From an optimization exercise on the open Yosys and OpenROAD flow, aimed at small area, a short achievable clock period and few clock cycles per item; shortcuts taken in it are not production practice.
Function was checked by simulation only, so behaviour that the tests miss may differ from the original.

==> flow/design.v <==
`timescale 1ns / 1ps
package rfa_pkg;
  localparam int OperandWidth = 32;
  localparam int ValueWidth   = 64;
  localparam int QueueDepth   = 2;
  typedef enum logic [1:0] {
    ActAdd = 2'd0,
    ActSub = 2'd1,
    ActMul = 2'd2,
    ActDiv = 2'd3
  } action_e;
  typedef struct packed {
    logic [1:0]         action;
    logic signed [31:0] num_a;
    logic signed [31:0] den_a;
    logic signed [31:0] num_b;
    logic signed [31:0] den_b;
  } in_t;
  typedef struct packed {
    logic               status;
    logic signed [63:0] result_num;
    logic signed [63:0] result_den;
  } out_t;
  typedef struct packed {
    logic                  err;
    logic [ValueWidth-1:0] x;
    logic [ValueWidth-1:0] y;
  } job_t;
  typedef struct packed {
    logic                  busy;
    logic                  done;
    logic [ValueWidth-1:0] quo;
    logic [ValueWidth-1:0] rem;
  } div_rsp_t;
  function automatic logic [ValueWidth-1:0] mag(input logic [ValueWidth-1:0] v);
    mag = v[ValueWidth-1] ? (~v + 1'b1) : v;
  endfunction
  function automatic logic [ValueWidth-1:0] negate_if(input logic neg,
                                                      input logic [ValueWidth-1:0] v);
    negate_if = neg ? (~v + 1'b1) : v;
  endfunction
endpackage
`timescale 1ns / 1ps
module rational_fraction_alu (
  input  logic        clk_i,
  input  logic        rst_ni,
  input  logic        in_valid_i,
  output logic        in_ready_o,
  input  logic [1:0]  in_action_i,
  input  logic [31:0] in_num_a_i,
  input  logic [31:0] in_den_a_i,
  input  logic [31:0] in_num_b_i,
  input  logic [31:0] in_den_b_i,
  output logic        out_valid_o,
  input  logic        out_ready_i,
  output logic        out_status_o,
  output logic [63:0] out_num_o,
  output logic [63:0] out_den_o
);
  typedef enum logic [2:0] {
    SIdle = 3'd0,
    SMul  = 3'd1,
    SComb = 3'd2,
    SGcd  = 3'd3,
    SFin  = 3'd4,
    SOut  = 3'd5
  } state_e;
  state_e state_q, state_d;
  logic in_ready_q, in_ready_d;
  logic out_valid_q, out_valid_d;
  logic [63:0] g_q, h_q, a_q, b_q, c_q, d_q;
  logic [63:0] g_d, h_d, a_d, b_d, c_d, d_d;
  logic [5:0]  cnt_q, cnt_d;
  logic [1:0]  act_q, act_d;
  logic        sx_q, sx_d, sy_q, sy_d;
  logic        sub_q, sub_d;        
  logic        par_q, par_d;        
  logic        st1_q, st1_d;        
  logic        eq_q, eq_d;          
  logic        status_q, status_d;
  logic [63:0] op_g, op_p, op_q;
  logic        sb_g, sb_p, sb_q;
  logic [64:0] sum_g, sum_p, sum_q;
  logic        ge;                
  logic        can_shift;         
  logic        h_zero;
  function automatic logic [64:0] addsub(input logic [63:0] x, input logic [63:0] y,
                                         input logic sb);
    logic [65:0] t;
    t = {1'b0, x, 1'b1} + {1'b0, y ^ {64{sb}}, sb};
    addsub = t[65:1];
  endfunction
  assign sum_g = addsub(g_q, op_g, sb_g);
  assign sum_p = addsub(a_q, op_p, sb_p);
  assign sum_q = addsub(c_q, op_q, sb_q);
  assign ge        = sum_g[64];
  assign can_shift = !h_q[63] && ({h_q[62:0], 1'b0} <= g_q);
  assign h_zero    = (h_q == 64'd0);
  logic first, bit_p, bit_g, bit_q, is_addsub;
  assign first     = (cnt_q == 6'd31);
  assign is_addsub = !act_q[1];
  assign bit_p = (act_q == 2'd2) ? d_q[63] : d_q[31];    
  assign bit_g = (act_q == 2'd3) ? d_q[63] : d_q[31];    
  assign bit_q = d_q[63] & is_addsub;                    
  logic neg_num, neg_den, type_x;
  assign type_x  = par_q & !eq_q;
  assign neg_num = !type_x & (sx_q ^ sy_q);
  assign neg_den =  type_x & (sx_q ^ sy_q);
  always_comb begin
    op_g = h_q;
    sb_g = 1'b1;
    op_p = b_q;
    sb_p = 1'b0;
    op_q = d_q;
    sb_q = 1'b0;
    unique case (state_q)
      SMul: begin
        op_g = bit_g ? h_q : 64'd0;
        sb_g = first ^ sy_q;
        op_p = bit_p ? b_q : 64'd0;
        sb_p = first;
        op_q = bit_q ? h_q : 64'd0;
        sb_q = first ^ (act_q == 2'd0);
      end
      SComb: begin
        op_p = c_q;
        sb_p = 1'b1;
        op_q = a_q;
        sb_q = 1'b1;
      end
      SFin: begin
        sb_p = neg_num;
        sb_q = neg_den;
      end
      default: begin
      end
    endcase
  end
  logic bad;
  assign bad = (in_den_a_i == 32'd0) || (in_den_b_i == 32'd0) ||
               ((in_action_i == 2'd3) && (in_num_b_i == 32'd0));
  always_comb begin
    state_d     = state_q;
    in_ready_d  = in_ready_q;
    out_valid_d = out_valid_q;
    g_d = g_q; h_d = h_q; a_d = a_q; b_d = b_q; c_d = c_q; d_d = d_q;
    cnt_d = cnt_q;
    act_d = act_q;
    sx_d = sx_q; sy_d = sy_q;
    sub_d = sub_q; par_d = par_q; st1_d = st1_q; eq_d = eq_q;
    status_d = status_q;
    unique case (state_q)
      SIdle: begin
        if (in_valid_i) begin
          in_ready_d = 1'b0;
          a_d = 64'd0;
          c_d = 64'd0;
          g_d = 64'd0;
          b_d = {in_num_a_i[31], in_num_a_i, 31'd0};
          h_d = {in_den_a_i[31], in_den_a_i, 31'd0};
          d_d = {in_num_b_i, in_den_b_i};
          act_d = in_action_i;
          sy_d  = in_den_a_i[31] ^ ((in_action_i == 2'd3) ? in_num_b_i[31] : in_den_b_i[31]);
          cnt_d = 6'd31;
          status_d = bad;
          if (bad) begin
            out_valid_d = 1'b1;
            state_d = SOut;
          end else begin
            state_d = SMul;
          end
        end
      end
      SMul: begin
        g_d = sum_g[63:0];
        a_d = sum_p[63:0];
        c_d = sum_q[63:0];
        b_d = {b_q[63], b_q[63:1]};
        h_d = {h_q[63], h_q[63:1]};
        d_d = {d_q[62:0], 1'b0};
        cnt_d = cnt_q - 6'd1;
        if (cnt_q == 6'd0) state_d = SComb;
      end
      SComb: begin
        h_d  = sum_p[63] ? sum_q[63:0] : sum_p[63:0];
        sx_d = sum_p[63];
        a_d = 64'd1;
        b_d = 64'd0;
        c_d = 64'd0;
        d_d = 64'd1;
        cnt_d = 6'd0;
        sub_d = 1'b0;
        par_d = 1'b0;
        st1_d = 1'b1;
        eq_d  = 1'b0;
        state_d = SGcd;
      end
      SGcd: begin
        if (h_zero) begin
          a_d = 64'd0;
          c_d = 64'd0;
          state_d = SFin;
        end else if (!sub_q && can_shift) begin
          h_d = {h_q[62:0], 1'b0};
          b_d = {b_q[62:0], 1'b0};
          d_d = {d_q[62:0], 1'b0};
          cnt_d = cnt_q + 6'd1;
        end else begin
          if (cnt_q == 6'd0) begin
            g_d = h_q;
            h_d = ge ? sum_g[63:0] : g_q;
            a_d = b_q;
            b_d = ge ? sum_p[63:0] : a_q;
            c_d = d_q;
            d_d = ge ? sum_q[63:0] : c_q;
            sub_d = 1'b0;
            par_d = !par_q;
            st1_d = 1'b0;
            eq_d  = st1_q && !sub_q && ge;
          end else begin
            if (ge) begin
              g_d = sum_g[63:0];
              a_d = sum_p[63:0];
              c_d = sum_q[63:0];
            end
            h_d = {1'b0, h_q[63:1]};
            b_d = {1'b0, b_q[63:1]};
            d_d = {1'b0, d_q[63:1]};
            cnt_d = cnt_q - 6'd1;
            sub_d = 1'b1;
          end
        end
      end
      SFin: begin
        a_d = sum_p[63:0];
        c_d = sum_q[63:0];
        out_valid_d = 1'b1;
        state_d = SOut;
      end
      SOut: begin
        if (out_ready_i) begin
          out_valid_d = 1'b0;
          in_ready_d  = 1'b1;
          state_d     = SIdle;
        end
      end
      default: begin
        state_d = SIdle;
      end
    endcase
  end
  always_ff @(posedge clk_i or negedge rst_ni) begin
    if (!rst_ni) begin
      state_q     <= SIdle;
      in_ready_q  <= 1'b1;
      out_valid_q <= 1'b0;
    end else begin
      state_q     <= state_d;
      in_ready_q  <= in_ready_d;
      out_valid_q <= out_valid_d;
    end
  end
  always_ff @(posedge clk_i) begin
    g_q <= g_d; h_q <= h_d; a_q <= a_d; b_q <= b_d; c_q <= c_d; d_q <= d_d;
    cnt_q <= cnt_d;
    act_q <= act_d;
    sx_q <= sx_d; sy_q <= sy_d;
    sub_q <= sub_d; par_q <= par_d; st1_q <= st1_d; eq_q <= eq_d;
    status_q <= status_d;
  end
  assign in_ready_o   = in_ready_q;
  assign out_valid_o  = out_valid_q;
  assign out_status_o = status_q;
  assign out_num_o    = a_q;
  assign out_den_o    = c_q;
endmodule
==> flow/run.sh <==
#!/bin/bash
# synth_recipe.tcl (not shown) runs the flow's synth.tcl, then flattens the netlist and writes it again
# the make line also repeats each setting of config.mk as NAME=value (left out here)
make -C /OpenROAD-flow-scripts/flow DESIGN_CONFIG=/design/flow/config.mk WORK_HOME=/design/flow/orfs CLKGATE_MAP_FILE= SYNTH_SCRIPT=/design/flow/synth_recipe.tcl finish
==> flow/config.mk <==
export PLATFORM = sky130hd
export DESIGN_NAME = rational_fraction_alu
export DESIGN_NICKNAME = rational_fraction_alu
export VERILOG_FILES = /design/flow/design.v
export SDC_FILE = /design/flow/constraint.sdc
export NUM_CORES = 4
export LEC_CHECK = 0
export CAP_MARGIN = 20
export CORE_MARGIN = 2
export CORE_UTILIZATION = 40
export SLEW_MARGIN = 20
==> flow/constraint.sdc <==
create_clock -name core_clock -period 11.0 [get_ports {clk_i}]
set_input_delay 2.2000 -clock core_clock [delete_from_list [all_inputs] [get_ports {clk_i}]]
set_output_delay 2.2000 -clock core_clock [all_outputs]
set_load 0.01 [all_outputs]
==> impl_results.md <==
- Largest stage delay on the critical path: 990 ps
- Pre-CTS setup slack: 2707 ps
- Cells traversed along the worst timing path: or3b_4 -> o31ai_1 -> or2_4 -> buf_4 -> xnor2_1 -> ha_1 -> a21o_1 -> a31o_2 -> a221oi_1 -> o21ai_0 -> a311oi_1 -> a21oi_1 -> nor3_4 -> inv_2 -> nand2_1 -> nor2_1 -> a2111oi_0 -> a21oi_1
- Filler instances: 10770
- Die outline width: 332.8 um
- Slack of the worst reg-to-reg path: 2430 ps
- Category of the worst setup path launch point: flop
- Post-Synthesis Net Count: 5927
- Count of buffers from port buffering: 264
- Num ports: 265
- Area of placed instances: 46910 sq um
- Crit end category: flop
- Hold crit path type: flop to flop
- Maximum operating frequency: 116.8 MHz
- Number of search-and-repair iterations in the first detailed-routing pass: 9
- Number of clock sinks: 404
- Final setup skew: 44.44 ps
- Final ANT Viol Nets: 0
- Number of CTS-inserted buffers: 52
- Area used by multi-input combinational logic: 29140 sq um
- Most frequent cells in the layout: sky130_fd_sc_hd__a21oi_1, sky130_fd_sc_hd__o21ai_0, sky130_fd_sc_hd__nand2_1
- Syn Std Cell Area: 43250 sq um
- Estimated wirelength of the detail-placed design: 151.5 mm
- Grt ovf: 0
- TritonCTS clock tree: done
- Worst setup margin: 2435 ps
- Worst-Skew Late Latency: 680 ps
- Number of different library cells in the post-synthesis netlist: 91
- Most frequently used flop master after synthesis: sky130_fd_sc_hd__edfxtp_1
- Number of post-CTS setup repair buffers: 0
- Final Cycle Share: 77.87%
- FFs w/ async S/R, synth: 1.238%
- Count of state elements after synthesis: 404
- Routed via count divided by cell count: 6.788
- Overall via count from detail_route: 47030
- Instance count after placement with tap cells included: 6836
- GRT Total Usage: 36.19%
- Number of failing hold endpoints at the final stage: 0
- Footprint of the flip-flops and latches: 12110 sq um
- Critical Path Fanout Max: 49
- Critical path buffer and inverter count: 2
- Clock edge transition at the registers on the reported setup and hold paths: 70 ps
- Outcome: timing/DRC/antenna clean
- Die height: 332.8 um
- Transition time at the pin with the least slew margin: 1297 ps
- Layout overhead on the synthesized area: 12.28%
- Number of enable-type register cells in the synthesized netlist: 399
- Non-filler cells, final: 6929
- Setup total negative slack: 0 ps
- Area enclosed by the die boundary: 110800 sq um
- Required time of the worst setup path: 11400 ps
- Rows: 120
- Max-Slew Margin vs Limit: 13.34%
- Unrepaired setup endpoints after global routing: false
- Post-synthesis area per instance: 7.836 sq um
- Largest net degree at the start of global routing: 163
- DRT iter0 DRCs: 6621
- # nets final: 5894
- Total core area: 107200 sq um
- First-pass GRT wire length: 302.4 mm
- Max Transition Viols Final: 0
- Drc violations: 0
- CP Data Arrival Time: 8960 ps
- Routability congestion estimate from global placement: 1.016
- Max cap viols: 0
- Clock tree root buffer cell: sky130_fd_sc_hd__clkbuf_16
- Number of antenna violations at the first check in global routing: 3
- PostCTS Resize Cnt: 0
- Post-Syn Instances: 5520
- Critical Setup Path Class: flop to flop
- Post-layout instance area: 48560 sq um
- Final setup vio count: 0
- CP most frequent cell: sky130_fd_sc_hd__a21oi_1
- Total wire length: 210.0 mm
- Number of global-route vias before repair: 43470
- Clk buf depth: 3
- Hold_buf cts: 0
- Count of warnings emitted by yosys: 1
- Initial core utilization: 40.35%
- Min Tclk post-route: 8565 ps
- Layout cells sized above 1: 4.163%
- Critical-path cell with the highest stage delay: sky130_fd_sc_hd__o31ai_1
- Most common cell after layout, fill and taps aside: sky130_fd_sc_hd__a21oi_1
- Top delay family on crit path: compound AO/OA/AOI/OAI gates
- Avg WL per Cell: 30.31 um
- Number of levels in the clock H-tree: 2
- Portion of the post-synthesis area used by sequential elements: 27.99%
-- Yosys cell counts, drive strengths merged (14+ instances only) --
master    n  share of area, %
mux2     17              0.44
o21a     21              0.36
buf      87              0.86
a21o    157               2.7
o32a     14              0.32
nand2   537               4.7
a211oi   50              0.90
clkbuf  339               2.9
o31ai    28              0.52
nand2b   26              0.38
nor2b    23              0.33
or3      20              0.29
o32ai    51               1.0
a21oi   704               8.1
xor2     76               1.5
nand3    79              0.91
a21boi   19              0.33
nor4     53              0.77
and2     20              0.29
and3     80               1.2
ha      273               7.9
nand4    89               1.3
a22oi    68               1.2
xnor2   312               6.3
o21ai   650               7.5
nor3     66              0.78
o211ai   67               1.2
o22ai    51              0.74
o21bai   57              0.99
edfxtp  399                28
a221oi   31              0.64
a211o    18              0.36
inv     151               1.3
a22o     70               1.4
a221o    29              0.67
a222oi   60               1.4
mux2i    76               1.8
nor2    460               4.0
a31oi    40              0.58
-- path summary, 6_finish.rpt --
path,from,end,cells past startpoint
min reg2reg,par_q$_DFFE_PP_,par_q$_DFFE_PP_,1
min in group asynchronous,rst_ni,out_valid_q$_DFFE_PN0P_,1
min,par_q$_DFFE_PP_,par_q$_DFFE_PP_,1
max in group asynchronous,rst_ni,in_ready_q$_DFFE_PN1P_,1
max,state_q[2]$_DFFE_PN0P_,h_q[58]$_DFFE_PP_,18
max reg2reg,state_q[2]$_DFFE_PN0P_,h_q[58]$_DFFE_PP_,18
-- through the flow --
stage	hold slack (ps)	utilization (%)
2_1_floorplan	530.6	-
3_3_place_gp	543.3	43.75
3_5_place_dp	574.6	43.75
4_1_cts	583.4	45.29
5_1_grt	592.3	45.30
6_report	589.1	45.30
-- flip-flops by register name (all words and copies together) (netlist names) --
name and count:
a_q 64, b_q 64, c_q 64, d_q 64, g_q 64, h_q 64, cnt_q 6, state_q 3
act_q 2, eq_q 1, in_ready_q 1, out_valid_q 1, par_q 1, st1_q 1, status_q 1, sub_q 1
sx_q 1, sy_q 1
-- per-layer routing --
layer  share of wire, %  routed length, um  global-route usage [%]
met4                7.8              16330                   23.36
met2                 44              92900                   56.95
met1                 38              78800                   45.36
met5                  0                  0                       0
met3                 10              21960                   6.932
-- area by class of cell --
type	count	share of cell area, %
repair buffers	339	6.859
clock inverters	25	0.4947
multi-input cells	4538	60.01
diodes	1	0.005153
flip-flops and latches	404	24.93
clock buffers	67	2.899
inverters	152	1.185
well taps	1403	3.615
-- logic make-up after synthesis --
group	Yosys count	synth area share, %
compound gates	2285	33.19
simple gates	1498	15.68
buf+inv	578	5.120
flops	404	27.99
xor+xnor	389	7.909
fa+ha+maj	273	7.897
mux	93	2.201
Testbench counts, summed over its fixed seeds: cycles 167,805, items 1,200.

[static timing again, ports no longer ideal]
The flow's constraints put no driver on any port. The routed layout listed below was extracted and timed again, unchanged, in two steps.
Step 1, drivers: a clkbuf_16 drives clk_i and a buf_2 each remaining input, both assumed.
Step 2, shift: input delay + t, output delay - t, t = (earliest + latest rising clock arrival at the registers) / 2. This alone moves slack from input paths to output paths.
a / b / c = ideal / step 1 / step 2; a / b = the first two.
t, ns: 0.735
setup WS [ns]: 2.435 / 2.435 / 2.435
hold slack, ns: 0.589 / 0.589 / 0.589
worst setup path at the end: register to register
After both steps setup and hold are still met in this run. The setup slack of this run moves by 0.000 ns with the drivers and by 0.000 ns with both steps.
